Context: an optimization exercise on an open-source flow, tuned for a short achievable clock period and few clock cycles. The choices shown serve that exercise and are no tape-out recipe. For this run, only the layout was checked, not whether the RTL still works. Power is estimated from default activity; no workload was simulated.

==> design.v <==
package isaPkg;
	typedef logic [31:0] wordT;     
	typedef logic [4:0]  regAddrT;
	typedef logic [5:0]  opcodeT;
	typedef logic [5:0]  functT;
	localparam opcodeT OpRtype = 6'h00;
	localparam opcodeT OpJal   = 6'h03;
	localparam opcodeT OpBeq   = 6'h04;
	localparam opcodeT OpBne   = 6'h05;
	localparam opcodeT OpAddi  = 6'h08;
	localparam opcodeT OpAndi  = 6'h0c;
	localparam opcodeT OpOri   = 6'h0d;
	localparam opcodeT OpLui   = 6'h0f;
	localparam opcodeT OpLw    = 6'h23;
	localparam opcodeT OpSw    = 6'h2b;
	localparam functT FnJr   = 6'h08;
	localparam functT FnAdd  = 6'h20;
	localparam functT FnSub  = 6'h22;
	localparam functT FnAnd  = 6'h24;
	localparam functT FnOr   = 6'h25;
	localparam functT FnSlt  = 6'h2a;
	localparam functT FnSltu = 6'h2b;
	localparam int RsLsb = 21;
	localparam int RtLsb = 16;
	localparam int RdLsb = 11;
	typedef enum logic [3:0] {
		AluAdd,
		AluSub,
		AluAnd,
		AluOr,
		AluSlt,
		AluSltu,
		AluAndi,
		AluOri,
		AluAddi     
	} aluOpT;
endpackage
package hazardPkg;
	typedef logic [1:0] stageTimeT;
	localparam logic [4:0] ZeroReg = 5'd0;
	localparam logic [4:0] LinkReg = 5'd31;     
endpackage
`timescale 1ns/10ps
module mipsCore #(
	parameter isaPkg::wordT ResetPc = 32'h0000_3000
) (
	input  logic            clk,
	input  logic            reset,
	output isaPkg::wordT    instAddr,
	input  isaPkg::wordT    instData,
	output isaPkg::wordT    dataAddr,
	output isaPkg::wordT    dataWdata,
	output logic            dataWe,
	input  isaPkg::wordT    dataRdata,
	output logic            regWe,
	output isaPkg::regAddrT regAddr,
	output isaPkg::wordT    regWdata,
	output isaPkg::wordT    wbPc
);
	typedef logic [31:0] wordT;
	typedef logic [4:0]  regT;
	function automatic logic [32:0] ksAdd(logic [31:0] a, logic [31:0] b, logic cin);
		logic [31:0] g, p, gn, pn, s;
		g = a & b;
		p = a ^ b;
		s = p;
		g[0] = g[0] | (p[0] & cin);
		for (int d = 1; d < 32; d = d * 2) begin
			gn = g;
			pn = p;
			for (int i = d; i < 32; i++) begin
				gn[i] = g[i] | (p[i] & g[i - d]);
				pn[i] = p[i] & p[i - d];
			end
			g = gn;
			p = pn;
		end
		ksAdd = {g[31], s ^ {g[30:0], cin}};
	endfunction
	wordT pcF;
	wordT instrD, pcD, pcP4D, rfRsD, rfRtD;
	logic killD;
	wordT opAE, opBE, stValE, pcE, altPcE, predJrE;
	logic ldSE;
	regT  destE;
	logic ldE, stE, brE, bneE, jrE, predTE, subE, selSumE, selAndE, selOrE, selSltE, selSltuE;
	wordT resM, stDataM, pcM;
	regT  destM;
	logic ldM, stM;
	wordT resW, pcW, resX;
	regT  destW, destX;
	logic weW;
	wordT rf [1:31];
	logic [31:1] rfValid;
	wordT linkPred;
	logic stall, mispredict;
	wordT res;
	logic [5:0] op, fn;
	regT  rs, rt, rd;
	logic vD, isR, rAlu, isJr, isAddi, isAndi, isOri, isLui, isLw, isSw, isBeq, isBne, isJal;
	logic usesRs, usesRt, subD, predT, redirD;
	regT  destD;
	wordT immExt, fwdRs, fwdRt, brTarget, targetD, pcP8D;
	assign op = instrD[31:26];
	assign fn = instrD[5:0];
	assign rs = instrD[25:21];
	assign rt = instrD[20:16];
	assign rd = instrD[15:11];
	assign vD = !killD;
	assign isR    = vD && (op == 6'h00);
	assign rAlu   = isR && (fn == 6'h20 || fn == 6'h22 || fn == 6'h24 || fn == 6'h25 || fn == 6'h2a || fn == 6'h2b);
	assign isJr   = isR && (fn == 6'h08);
	assign isAddi = vD && (op == 6'h08);
	assign isAndi = vD && (op == 6'h0c);
	assign isOri  = vD && (op == 6'h0d);
	assign isLui  = vD && (op == 6'h0f);
	assign isLw   = vD && (op == 6'h23);
	assign isSw   = vD && (op == 6'h2b);
	assign isBeq  = vD && (op == 6'h04);
	assign isBne  = vD && (op == 6'h05);
	assign isJal  = vD && (op == 6'h03);
	assign usesRs = rAlu || isJr || isAddi || isAndi || isOri || isLw || isSw || isBeq || isBne;
	assign usesRt = rAlu || isBeq || isBne;
	assign subD   = rAlu && (fn == 6'h22 || fn == 6'h2a || fn == 6'h2b);
	always_comb begin
		destD = 5'd0;
		if (rAlu)
			destD = rd;
		else if (isAddi || isAndi || isOri || isLui || isLw)
			destD = rt;
		else if (isJal)
			destD = 5'd31;
	end
	always_comb begin
		if (isAndi || isOri)
			immExt = {16'h0000, instrD[15:0]};
		else if (isLui)
			immExt = {instrD[15:0], 16'h0000};
		else if (isJal)
			immExt = 32'd0;
		else
			immExt = {{16{instrD[15]}}, instrD[15:0]};
	end
	function automatic wordT readReg(regT r, wordT rfv);
		wordT v;
		if (r == 5'd0)
			v = 32'd0;
		else if (r == destM)
			v = ldM ? dataRdata : resM;
		else if (r == destW)
			v = resW;
		else if (r == destX)
			v = resX;
		else
			v = rfv;
		readReg = v;
	endfunction
	assign fwdRs = readReg(rs, rfRsD);
	assign fwdRt = readReg(rt, rfRtD);
	logic hitEA, hitEB, hitES;
	assign hitEA = (rs != 5'd0) && (rs == destE);
	assign hitEB = (rt != 5'd0) && (rt == destE);
	assign hitES = hitEB && !ldE;
	assign pcP8D    = pcP4D + 32'd4;
	assign brTarget = pcP4D + {{14{instrD[15]}}, instrD[15:0], 2'b00};
	logic zeroSide, zeroKnown, isZero, sameReg, exactT;
	regT  zr;
	logic zE, zOkE, zM, zW, zX, zRF;
	wordT zRFv;
	assign sameReg  = (rs == rt);
	assign zeroSide = (rt == 5'd0) || (rs == 5'd0);
	assign zr       = (rt == 5'd0) ? rs : rt;
	assign zRFv     = (rt == 5'd0) ? rfRsD : rfRtD;
	assign zM  = ldM ? (dataRdata == 32'd0) : (resM == 32'd0);
	assign zW  = (resW == 32'd0);
	assign zX  = (resX == 32'd0);
	assign zRF = (zRFv == 32'd0);
	always_comb begin
		zeroKnown = 1'b1;
		if (zr == destE) begin
			isZero    = zE;
			zeroKnown = zOkE;
		end else if (zr == destM)
			isZero = zM;
		else if (zr == destW)
			isZero = zW;
		else if (zr == destX)
			isZero = zX;
		else
			isZero = zRF;
	end
	assign exactT = sameReg ? isBeq : (isZero ^ isBne);
	assign predT  = (isBeq || isBne) &&
		((sameReg || (zeroSide && zeroKnown && !(ldE && zr == destE))) ? exactT : isBne);
	assign redirD  = isJal || isJr || predT;
	assign targetD = isJal ? {pcP4D[31:28], instrD[25:0], 2'b00} : isJr ? linkPred : brTarget;
	assign stall = ldE && (destE != 5'd0) &&
		((usesRs && rs == destE) || (usesRt && rt == destE));
	wordT sum, redirPc, axb;
	logic carry, eq, slt, sltu, taken;
	assign {carry, sum} = ksAdd(opAE, opBE, subE);
	assign sltu = !carry;
	assign slt  = (opAE[31] == opBE[31]) ? opAE[31] : sum[31];
	assign res  = ({32{selSumE}} & sum) | ({32{selAndE}} & (opAE & opBE)) | ({32{selOrE}} & (opAE | opBE)) |
		{31'd0, (selSltE & slt) | (selSltuE & sltu)};
	assign eq    = (opAE == opBE);
	assign taken = eq ^ bneE;
	assign mispredict = (brE && (taken != predTE)) || (jrE && (opAE != predJrE));
	assign redirPc = jrE ? opAE : altPcE;
	assign axb  = opAE ^ opBE;
	assign zOkE = !selSltE && !selSltuE;
	assign zE   = selSumE ? (axb == {opAE[30:0] | opBE[30:0], subE}) :
		selAndE ? ((opAE & opBE) == 32'd0) : ((opAE | opBE) == 32'd0);
	assign instAddr = pcF;
	always_ff @(posedge clk) begin
		if (reset) begin
			pcF      <= ResetPc;
			killD    <= 1'b1;
			linkPred <= 32'd0;
		end else begin
			if (mispredict)
				pcF <= redirPc;
			else if (!stall)
				pcF <= redirD ? targetD : pcF + 32'd4;
			if (!stall)
				killD <= mispredict;     
			if (isJal)
				linkPred <= pcP8D;
		end
	end
	always_ff @(posedge clk) begin
		if (!stall) begin
			instrD <= instData;
			pcD    <= pcF;
			pcP4D  <= pcF + 32'd4;
		end
	end
	regT rdS, rdT;
	assign rdS = stall ? rs : instData[25:21];
	assign rdT = stall ? rt : instData[20:16];
	always_ff @(posedge clk) begin
		rfRsD <= (rdS == 5'd0 || !rfValid[rdS]) ? 32'd0 : rf[rdS];
		rfRtD <= (rdT == 5'd0 || !rfValid[rdT]) ? 32'd0 : rf[rdT];
	end
	always_ff @(posedge clk) begin
		if (reset || stall) begin
			destE <= 5'd0;
			ldE   <= 1'b0;
			stE   <= 1'b0;
			brE   <= 1'b0;
			jrE   <= 1'b0;
		end else begin
			destE <= destD;
			ldE   <= isLw;
			stE   <= isSw;
			brE   <= isBeq || isBne;
			jrE   <= isJr;
		end
	end
	always_ff @(posedge clk) begin
		if (usesRs)
			opAE <= hitEA ? res : fwdRs;
		else
			opAE <= isJal ? pcP8D : 32'd0;
		if (usesRt)
			opBE <= (hitEB ? res : fwdRt) ^ {32{subD}};
		else
			opBE <= immExt;
		stValE   <= hitES ? res : fwdRt;
		ldSE     <= hitEB && ldE;
		bneE     <= isBne;
		predTE   <= predT;
		altPcE   <= predT ? pcP8D : brTarget;
		predJrE  <= linkPred;
		subE     <= subD;
		selSumE  <= !(rAlu && (fn == 6'h24 || fn == 6'h25 || fn == 6'h2a || fn == 6'h2b)) && !isAndi && !isOri;
		selAndE  <= (rAlu && fn == 6'h24) || isAndi;
		selOrE   <= (rAlu && fn == 6'h25) || isOri;
		selSltE  <= rAlu && fn == 6'h2a;
		selSltuE <= rAlu && fn == 6'h2b;
		pcE      <= pcD;
	end
	always_ff @(posedge clk) begin
		if (reset) begin
			destM <= 5'd0;
			ldM   <= 1'b0;
			stM   <= 1'b0;
		end else begin
			destM <= destE;
			ldM   <= ldE;
			stM   <= stE;
		end
	end
	always_ff @(posedge clk) begin
		resM    <= res;
		stDataM <= ldSE ? dataRdata : stValE;
		pcM     <= pcE;
	end
	assign dataAddr  = resM;
	assign dataWdata = stDataM;
	assign dataWe    = stM;
	always_ff @(posedge clk) begin
		if (reset) begin
			destW <= 5'd0;
			weW   <= 1'b0;
			destX <= 5'd0;
		end else begin
			destW <= destM;
			weW   <= destM != 5'd0;
			destX <= destW;
		end
	end
	always_ff @(posedge clk) begin
		resW <= ldM ? dataRdata : resM;
		pcW  <= pcM;
		resX <= resW;
	end
	assign regWe    = weW;
	assign regAddr  = destW;
	assign regWdata = resW;
	assign wbPc     = pcW;
	always_ff @(posedge clk) begin
		if (reset)
			rfValid <= '0;
		else if (weW)
			rfValid[destW] <= 1'b1;
	end
	always_ff @(posedge clk) begin
		if (weW)
			rf[destW] <= resW;
	end
endmodule
==> run.sh <==
#!/bin/bash
# synth_recipe.tcl (not shown) runs the flow's synth.tcl, then flattens the netlist and writes it again
# the make line also repeats each setting of config.mk as NAME=value (left out here)
make -C /OpenROAD-flow-scripts/flow DESIGN_CONFIG=/design/flow/config.mk WORK_HOME=/design/flow/orfs CLKGATE_MAP_FILE= SYNTH_SCRIPT=/design/flow/synth_recipe.tcl finish
==> config.mk <==
export PLATFORM = sky130hd
export DESIGN_NAME = mipsCore
export DESIGN_NICKNAME = mipsCore
export VERILOG_FILES = /design/flow/design.v
export SDC_FILE = /design/flow/constraint.sdc
export NUM_CORES = 4
export LEC_CHECK = 0
export CAP_MARGIN = 20
export CORE_MARGIN = 10
export CORE_UTILIZATION = 40
export SETUP_SLACK_MARGIN = 5
export SLEW_MARGIN = 20
==> constraint.sdc <==
create_clock -name core_clock -period 8.0 [get_ports {clk}]
set_input_delay 1.6000 -clock core_clock [delete_from_list [all_inputs] [get_ports {clk}]]
set_output_delay 1.6000 -clock core_clock [all_outputs]
set_load 0.01 [all_outputs]
==> metrics.md <==
| Metric | Value |
|---|---|
| Die height | `around 480 um` |
| CP endpoint kind | `register` |
| GR Util All Layers | `between 30 and 40%` |
| CTS root buf | `clkbuf_16` |
| CTS HTree Levels | `4` |
| Worst Path Required | `between 8 and 9 ns` |
| # port buffers | `roughly 230` |
| Top_reg_cell synth | `edfxtp_1` |
| CP peak stage delay | `~0.56 ns` |
| Final wirelength | `roughly 410000 um` |
| CTS clock-pin slew for the worst setup and hold paths | `0.07 ns` |
| CP most frequent cell | `o32a_4` |
| Hold slack | `about 0.32 ns` |
| Die area | `around 0.23 mm2` |
| Post-DP HPWL | `approximately 230000 um` |
| Largest register by flop count | `rf` |
| Register area share after synthesis | `between 50% and 60%` |
| Synthesized Nets | `9025` |
| Netlist cell types | `95` |
| Rows | `170` |
| Core Area | `around 0.21 mm2` |
| Register area | `approximately 0.045 mm2` |
| Via count | `81445` |
| Share of cells above drive strength 1 | `a little under a quarter` |
| Fin worst setup slack | `between 3 and 4 ns` |
| Slew @ Worst Pin | `about 1.2 ns` |
| Post-synthesis instance area | `~0.086 mm2` |
| Place WS | `1.669 ns` |
| Critical path data arrival time | `4.99 ns` |
| FILL cells | `~19000` |
| Leak pwr | `a little over 0.04 uW` |
| Total negative slack | `0 ns` |
| Max reg flops | `992` |
| Ports | `~230` |
| Most area-hungry cell type in the Yosys netlist | `edfxtp_1` |
| First-pass GRT wire length | `between 500000 and 600000 um` |
| Period minus WS final | `approximately 4.2 ns` |
| Largest net degree at the start of global routing | `slightly above 100` |
| Dominant cells by area after synthesis | `edfxtp_1, dfxtp_1, nand2_1, mux2i_1, nand3_1` |
| Number of buffers created by CTS | `around 190` |
| Slew Viols, Final | `0` |
| Crit path max fanout | `17` |
| Worst path cell trace | `inv_2 -> o32a_4 -> o221ai_4 -> buf_8 -> nand2_8 -> o32a_4 -> and2_4 -> buf_6 -> buf_12 -> mux2_2 -> o21ai_0 -> nand2_1 -> a211oi_4 -> a31oi_1` |
| Area of the multi-input gates | `approximately 0.042 mm2` |
| Setup crit start kind | `register` |
| Top delay family on crit path | `compound AO/OA/AOI/OAI gates` |
| Antenna Nets Post-Route | `0` |
| Most frequent cell after synthesis | `nand2_1` |
| Final setup violation count | `0` |
| WHS Path Cells | `0` |
| Post-synth EDFFs | `around 1100` |
| Max_slew headroom | `between 10% and 20%` |
| Initial core utilization | `about two fifths` |
| Highest clock rate | `235.5 MHz` |
| Number of synthesized register bits | `approximately 1700` |
| Vias in the first global route | `between 70000 and 80000` |
| Slowest CP cell | `edfxtp_1` |
| DRC Markers | `0` |
| YS warnings | `1` |
| WP buf/inv | `4` |
| Worst reg2reg path depth | `14` |
| Levels on crit path | `14` |
| Share of the synthesized area in the top cell type | `a little under two fifths` |
| RSZ-0062 raised after global routing | `true` |
| Total global routing overflow | `0` |
| Peak VDD IR | `about 0.26 mV` |
| Placed Cells | `11433` |
| Status | `no timing/DRC/antenna violations` |
| Pre-antenna DRT Iters | `7` |
| Worst skew pair latency | `about 0.89 ns` |
| Deepest clock path buffer count | `3` |
| Max Cap Viol | `0` |
| DR iter-0 viols | `~13000` |
| Mean area per synthesized cell | `approximately 10 um2` |
| TritonCTS clock tree | `built` |
| Post-Layout Cell Count | `between 10000 and 15000` |
| HP Class | `register to register` |
| Vias per cell | `approximately 6.6` |
| Wire per inst | `33.14 um` |
| Synth-to-layout area growth | `25.44%` |
| Die Wd | `a little under 500 um` |
| Initial antenna violation count | `35` |
| CP Class | `register to register` |
| Gate Count Post-Synth | `8847` |
| Async SR Flop Fraction | `0%` |
| Final Net Count | `roughly 9500` |
| Clock sinks | `around 1700` |
| Worst clock skew | `0.03649 ns` |
| Fin crit share | `around 53%` |
| Final Util | `50.34%` |
| Pwr dens | `200.9 mW/mm2` |
| GPL Wtd Cong | `roughly 1` |
| Fin. Hold Viols | `0` |
| Synth top cells by count | `nand2_1, edfxtp_1, nand3_1` |
==> metal layers <==
| layer | vias to the layer above | GRT usage (%) | wire, um |
|---|---|---|---|
| li1 | 33670 | - | - |
| met3 | 1668 | 12.21 | 60190 |
| met5 | - | 0.3265 | 194 |
| met4 | 16 | 21.22 | 32610 |
| met2 | 6484 | 46.96 | 168600 |
| met1 | 39607 | 40.53 | 146100 |
==> timing repair <==
| action | in CTS | in global routing |
|---|---|---|
| hold buffers | 0 | 0 |
| buffers inserted | 341 | 98 |
| cloned | 50 | 8 |
| gates resized for setup | 1706 | 329 |
| setup endpoints to repair | 1003 | 505 |
| pin swaps | 155 | 180 |
==> power by group <==
part,switching (uW),internal (uW),total (uW),leakage [uW]
logic,1990,1140,3140,0.0231
clock network,3810,5080,8890,0.00310
registers,244,9410,9650,0.0148
total,6050,15600,21700,0.0410
==> area by class of cell <==
cell class	count	area share, %
sequential	1664	41.27
multi-input combinational	6358	39.35
timing repair buffer	928	9.580
clock buffer	262	5.001
tap	2838	3.290
clock inverter	89	0.8219
inverter	135	0.5611
timing repair inverter	7	0.07651
antenna	22	0.05101
==> cells in the final DEF, fill, tap and decap left out, types with 49 or more instances in the layout <==
cell,Yosys,layout
dfxtp_4,0,82
buf_12,0,94
xor2_1,95,90
o21ai_0,253,176
ha_1,109,83
nand2_1,1768,1727
inv_1,129,114
buf_2,68,88
clkbuf_16,0,198
nor4_1,110,91
a211oi_1,126,114
xnor2_1,169,149
nor2_1,345,298
and3_1,199,189
a32oi_1,52,50
nor3_1,295,259
nand3_1,646,627
mux2i_1,450,444
a22oi_1,119,109
buf_6,3,179
dfxtp_1,578,451
buf_4,2,420
a21oi_1,306,245
mux2_2,230,223
a21oi_2,1,49
a31oi_1,305,291
a311oi_1,98,92
nand4_1,79,79
edfxtp_1,1086,1086
==> stage by stage <==
stage	cell area, um2	total power, uW
5_1_grt	107900	22110
2_1_floorplan	86680	11040
3_5_place_dp	91950	12170
4_1_cts	105600	21410
3_3_place_gp	91800	12150
6_report	107900	21680
==> worst paths after layout <==
check	startpoint	end	slack (ns)
max	instrD[1]	rfRsD[8]	3.75
min	pcM[9]	pcW[9]	0.32
max reg2reg	instrD[1]	rfRsD[8]	3.75
min reg2reg	pcM[9]	pcW[9]	0.32
==> kinds of logic after synthesis <==
kind of cell,synth area share [%]
mux,8.454
compound gates,13.28
flops,51.35
fa+ha+maj,1.668
xor+xnor,2.687
simple gates,18.79
buf+inv,3.773

## afterwards: timing with drivers on the ports
The flow's constraints put no driver on any port. The routed layout listed below was extracted and timed again, unchanged, in two steps. Step 1 assumes that a clkbuf_16 drives the clock port and a buf_2 every other input. Step 2 moves the port delays by t, midway between the first and last clock arrival at a register: inputs arrive t later, outputs are due t later. That takes back most of the time a late clock gives input paths. Slacks: ideal ports / drivers / drivers and shift; pairs: ideal ports / drivers.
t (ns): 0.957
setup WS [ns]: 3.753 / 3.753 / 2.923
clock arrival spread, ns: 0.043 / 0.043
After both steps setup and hold are still met in this run. For this run, drivers alone change the setup slack by 0.000 ns; drivers and shift together by -0.830 ns.
